What follows belongs to an exercise in optimizing a design on an open flow for small area; a production flow would make more cautious choices.
Only simulation tests tie the RTL to the original design; equivalence was not proved.
Power and IR drop assume default switching activity.

== v16 ==
Design dcache_top, start of the top module:
module dcache_top (
    input  logic        clk,
    input  logic        resetn,
    input  logic [1:0]  req_op,
    input  logic [31:0] req_addr,
    input  logic [31:0] req_wdata,
    input  logic [3:0]  req_strb,
    output logic        stall,
    output logic [31:0] rdata,
    output logic [31:0] ar_addr,
    output logic        ar_valid,
    input  logic        ar_ready,
    input  logic [31:0] r_data,
    input  logic        r_valid,
    input  logic        r_last,
    output logic [31:0] aw_addr,
    output logic        aw_valid,
    input  logic        aw_ready,
    output logic [31:0] w_data,
    output logic        w_valid,
    output logic        w_last,
    input  logic        b_valid
);
    localparam logic [2:0] st_idle = 3'd0;   
    localparam logic [2:0] st_aw   = 3'd1;   
    localparam logic [2:0] st_w    = 3'd2;   
    localparam logic [2:0] st_b    = 3'd3;   
    localparam logic [2:0] st_ar   = 3'd4;   
    localparam logic [2:0] st_r    = 3'd5;   
    localparam logic [2:0] st_fill = 3'd6;   
    logic [2:0]    state;
    logic [5:0]    dcnt;
    logic [1:0]    bcnt;
    logic [2047:0] dring;
    logic [415:0]  tring;
    logic [127:0]  fbuf;
    logic [31:0] head;
    logic [23:0] htag;
    logic        hdirty;
    logic        hvalid;
    logic [3:0]  idx;
    logic [5:0]  dcnt_nx;
    logic        nx_line;
    logic        nx_tag_ok;
    logic        nx_check;
    logic        swept;
  ...
clock: 8.0 ns
lec_check: 0
cap_margin: 20
core_margin: 2
core_utilization: 65
cts_buf_list: sky130_fd_sc_hd__clkbuf_4
cts_cluster_diameter: 40
cts_cluster_size: 10
place_density: 0.8
slew_margin: 20
standard.sh (not shown) runs the stock make flow with config.mk's settings and CLKGATE_MAP_FILE= SYNTH_SCRIPT=/design/flow/synth_recipe.tcl, a recipe that flattens the netlist after the stock synthesis.
==> flow/flow/run.sh <==
#!/bin/bash
# Standard ORFS layout (the standard.sh, unchanged synthesis), with two
# changes: the clock tree is built from clkbuf_8 without CTS dummy loads, and
# port buffers use buf_1. Each tool's output is logged under orfs/logs; the
# make output goes to flow_make.log in this folder.
set -euo pipefail
export CTS_ARGS="-sink_clustering_enable -repair_clock_nets -buf_list sky130_fd_sc_hd__clkbuf_4 -sink_clustering_size 10 -sink_clustering_max_diameter 40 -dont_use_dummy_load"
export BUFFER_PORTS_ARGS="-buffer_cell sky130_fd_sc_hd__buf_1"
bash standard.sh finish > flow_make.log 2>&1
v16 did not stop at any stage, and its layout met the timing, DRC and antenna checks.
### v16 -> v26
Settings: swapping 40 for 60 in CTS_CLUSTER_DIAMETER; swapping sky130_fd_sc_hd__clkbuf_4 for sky130_fd_sc_hd__clkbuf_8 in CTS_BUF_LIST; swapping 10 for 20 in CTS_CLUSTER_SIZE.
--- a/flow/flow/run.sh
+++ b/flow/flow/run.sh
@@ -5,5 +5,5 @@
 # make output goes to flow_make.log in this folder.
 set -euo pipefail
-export CTS_ARGS="-sink_clustering_enable -repair_clock_nets -buf_list sky130_fd_sc_hd__clkbuf_4 -sink_clustering_size 10 -sink_clustering_max_diameter 40 -dont_use_dummy_load"
+export CTS_ARGS="-sink_clustering_enable -repair_clock_nets -buf_list sky130_fd_sc_hd__clkbuf_8 -sink_clustering_size 20 -sink_clustering_max_diameter 60 -dont_use_dummy_load"
 export BUFFER_PORTS_ARGS="-buffer_cell sky130_fd_sc_hd__buf_1"
 bash standard.sh finish > flow_make.log 2>&1
Results
The final layouts of v16 and v26 pass the timing, DRC and antenna checks. Diff v16..v26 | sequential cell area fraction in the yosys report | negligible. v26 against v16: area growth from synthesis to final layout decreased by 0.54 points relative to the old numbers; all-layer global routing usage decreased by 0.51 points relative to the old numbers; reg2reg setup slack decreased by 0.04 ns relative to the old numbers; via density per instance decreased by about 1.1% relative to the old numbers.
#### Input delta (v37 over v26)
Settings: a change of PLACE_DENSITY from 0.8 to 0.6; a change of CORE_UTILIZATION from 65 to 40; a change of CTS_CLUSTER_SIZE from 20 to 22.
--- a/flow/flow/run.sh
+++ b/flow/flow/run.sh
@@ -5,5 +5,5 @@
 # make output goes to flow_make.log in this folder.
 set -euo pipefail
-export CTS_ARGS="-sink_clustering_enable -repair_clock_nets -buf_list sky130_fd_sc_hd__clkbuf_8 -sink_clustering_size 20 -sink_clustering_max_diameter 60 -dont_use_dummy_load"
+export CTS_ARGS="-sink_clustering_enable -repair_clock_nets -buf_list sky130_fd_sc_hd__clkbuf_8 -sink_clustering_size 22 -sink_clustering_max_diameter 60 -dont_use_dummy_load"
 export BUFFER_PORTS_ARGS="-buffer_cell sky130_fd_sc_hd__buf_1"
 bash standard.sh finish > flow_make.log 2>&1
[summary]
- Taking v26 as the reference, in v37 met3 layer usage reported by global route has decreased; total power has increased; worst slew slack as a fraction of its limit has decreased; global-route usage has decreased.
Here is what was changed in the inputs of v53 compared with v37.
Settings: swapping 40 for 75 in CORE_UTILIZATION; swapping 0.6 for 0.9 in PLACE_DENSITY; swapping 22 for 20 in CTS_CLUSTER_SIZE.
--- a/flow/flow/run.sh
+++ b/flow/flow/run.sh
@@ -5,5 +5,5 @@
 # make output goes to flow_make.log in this folder.
 set -euo pipefail
-export CTS_ARGS="-sink_clustering_enable -repair_clock_nets -buf_list sky130_fd_sc_hd__clkbuf_8 -sink_clustering_size 22 -sink_clustering_max_diameter 60 -dont_use_dummy_load"
+export CTS_ARGS="-sink_clustering_enable -repair_clock_nets -buf_list sky130_fd_sc_hd__clkbuf_8 -sink_clustering_size 20 -sink_clustering_max_diameter 60 -dont_use_dummy_load"
 export BUFFER_PORTS_ARGS="-buffer_cell sky130_fd_sc_hd__buf_1"
 bash standard.sh finish > flow_make.log 2>&1
[summary]
[v53 vs v37] final wirelength: higher in v53
Comparing v37 and v53, the higher initial cell density of the core is on v53.
[v53] sequential share of layout area rose 1.8 points relative to v37
For the via count, v53 came in 107 higher than v37 did.

## lagoon
Another version of the RTL of dcache_top (not shown whole).
For scale: ~3,100 cells after synthesis, about 2,600 flip-flops, roughly 240 I/O pins, roughly 57,000 um2 of cells after synthesis.
Design dcache_top, start of the top module:
module dcache_top (
    input  logic        clk,
    input  logic        resetn,
    input  logic [1:0]  req_op,
    input  logic [31:0] req_addr,
    input  logic [31:0] req_wdata,
    input  logic [3:0]  req_strb,
    output logic        stall,
    output logic [31:0] rdata,
    output logic [31:0] ar_addr,
    output logic        ar_valid,
    input  logic        ar_ready,
    input  logic [31:0] r_data,
    input  logic        r_valid,
    input  logic        r_last,
    output logic [31:0] aw_addr,
    output logic        aw_valid,
    input  logic        aw_ready,
    output logic [31:0] w_data,
    output logic        w_valid,
    output logic        w_last,
    input  logic        b_valid
);
    localparam logic [2:0] st_idle = 3'd0;   
    localparam logic [2:0] st_aw   = 3'd1;   
    localparam logic [2:0] st_w    = 3'd2;   
    localparam logic [2:0] st_b    = 3'd3;   
    localparam logic [2:0] st_ar   = 3'd4;   
  ...
Settings: LEC_CHECK=0, CAP_MARGIN=20, CORE_MARGIN=2, CORE_UTILIZATION=40, CTS_BUF_LIST=sky130_fd_sc_hd__clkbuf_8, CTS_CLUSTER_DIAMETER=60, CTS_CLUSTER_SIZE=20, PLACE_DENSITY=0.6, SLEW_MARGIN=20; clock period 8.0 ns.
==> flow/flow/run.sh <==
#!/bin/bash
# Standard ORFS layout (the standard.sh, unchanged synthesis), with two
# changes: the clock tree is built from clkbuf_8 without CTS dummy loads, and
# port buffers use buf_1. Each tool's output is logged under orfs/logs; the
# make output goes to flow_make.log in this folder.
set -euo pipefail
export CTS_ARGS="-sink_clustering_enable -repair_clock_nets -buf_list sky130_fd_sc_hd__clkbuf_8 -sink_clustering_size 20 -sink_clustering_max_diameter 60 -dont_use_dummy_load"
export BUFFER_PORTS_ARGS="-buffer_cell sky130_fd_sc_hd__buf_1"
bash standard.sh finish > flow_make.log 2>&1
What onyx does differently from lagoon at the input level:
- CTS_CLUSTER_SIZE now 16, was 20
- CTS_CLUSTER_DIAMETER no longer set, was 60
==> flow/run.sh (new file) <==
#!/bin/bash
# synth_recipe.tcl (not shown) runs the flow's synth.tcl, then flattens the netlist and writes it again
# the make line also repeats each setting of config.mk as NAME=value (left out here)
make -C /OpenROAD-flow-scripts/flow DESIGN_CONFIG=/design/flow/config.mk WORK_HOME=/design/flow/orfs CLKGATE_MAP_FILE= SYNTH_SCRIPT=/design/flow/synth_recipe.tcl finish
removed: flow/flow/run.sh
removed: flow/standard.sh
Summary of onyx over lagoon: final setup slack of the worst path lower; number of hold-slack violations in the final timing report has remained practically unchanged; largest vdd supply drop saw an increase.

==> static timing again, ports no longer ideal <==
No port has a modelled driver above. Below, the same layouts with a new extraction and two added sets of constraints.
Step 1 sets driving cells, clkbuf_16 on the clock port and buf_2 on the other inputs (assumed; they add their load-dependent delay and slew).
Step 2 moves the port delays by t, midway between the first and last clock arrival at a register: inputs arrive t later, outputs are due t later. That takes back most of the time a late clock gives input paths.
Three values: ideal ports, drivers, drivers and shift; two values: the first two.
| run | t (ns) | setup WS [ns] | worst setup path at the end | worst register clock-pin slew, ns |
|---|---|---|---|---|
| v16 | 1.101 | 2.871 / 2.850 / 2.850 | input to output | 0.10 / 0.10 |
| v26 | 0.847 | 2.915 / 2.894 / 2.894 | input to output | 0.12 / 0.12 |
| v37 | 0.899 | 2.384 / 2.358 / 2.358 | input to output | 0.12 / 0.12 |
| v53 | 0.836 | 3.093 / 3.070 / 2.790 | input to register | 0.13 / 0.13 |
| lagoon | 0.886 | 1.915 / 1.895 / 1.895 | input to output | 0.12 / 0.12 |
| onyx | 0.985 | 1.743 / 1.720 / 1.720 | input to output | 0.07 / 0.07 |
After both steps every run listed still meets setup and hold. For v53, which loses most, drivers alone change the setup slack by -0.023 ns; drivers and shift together by -0.303 ns.
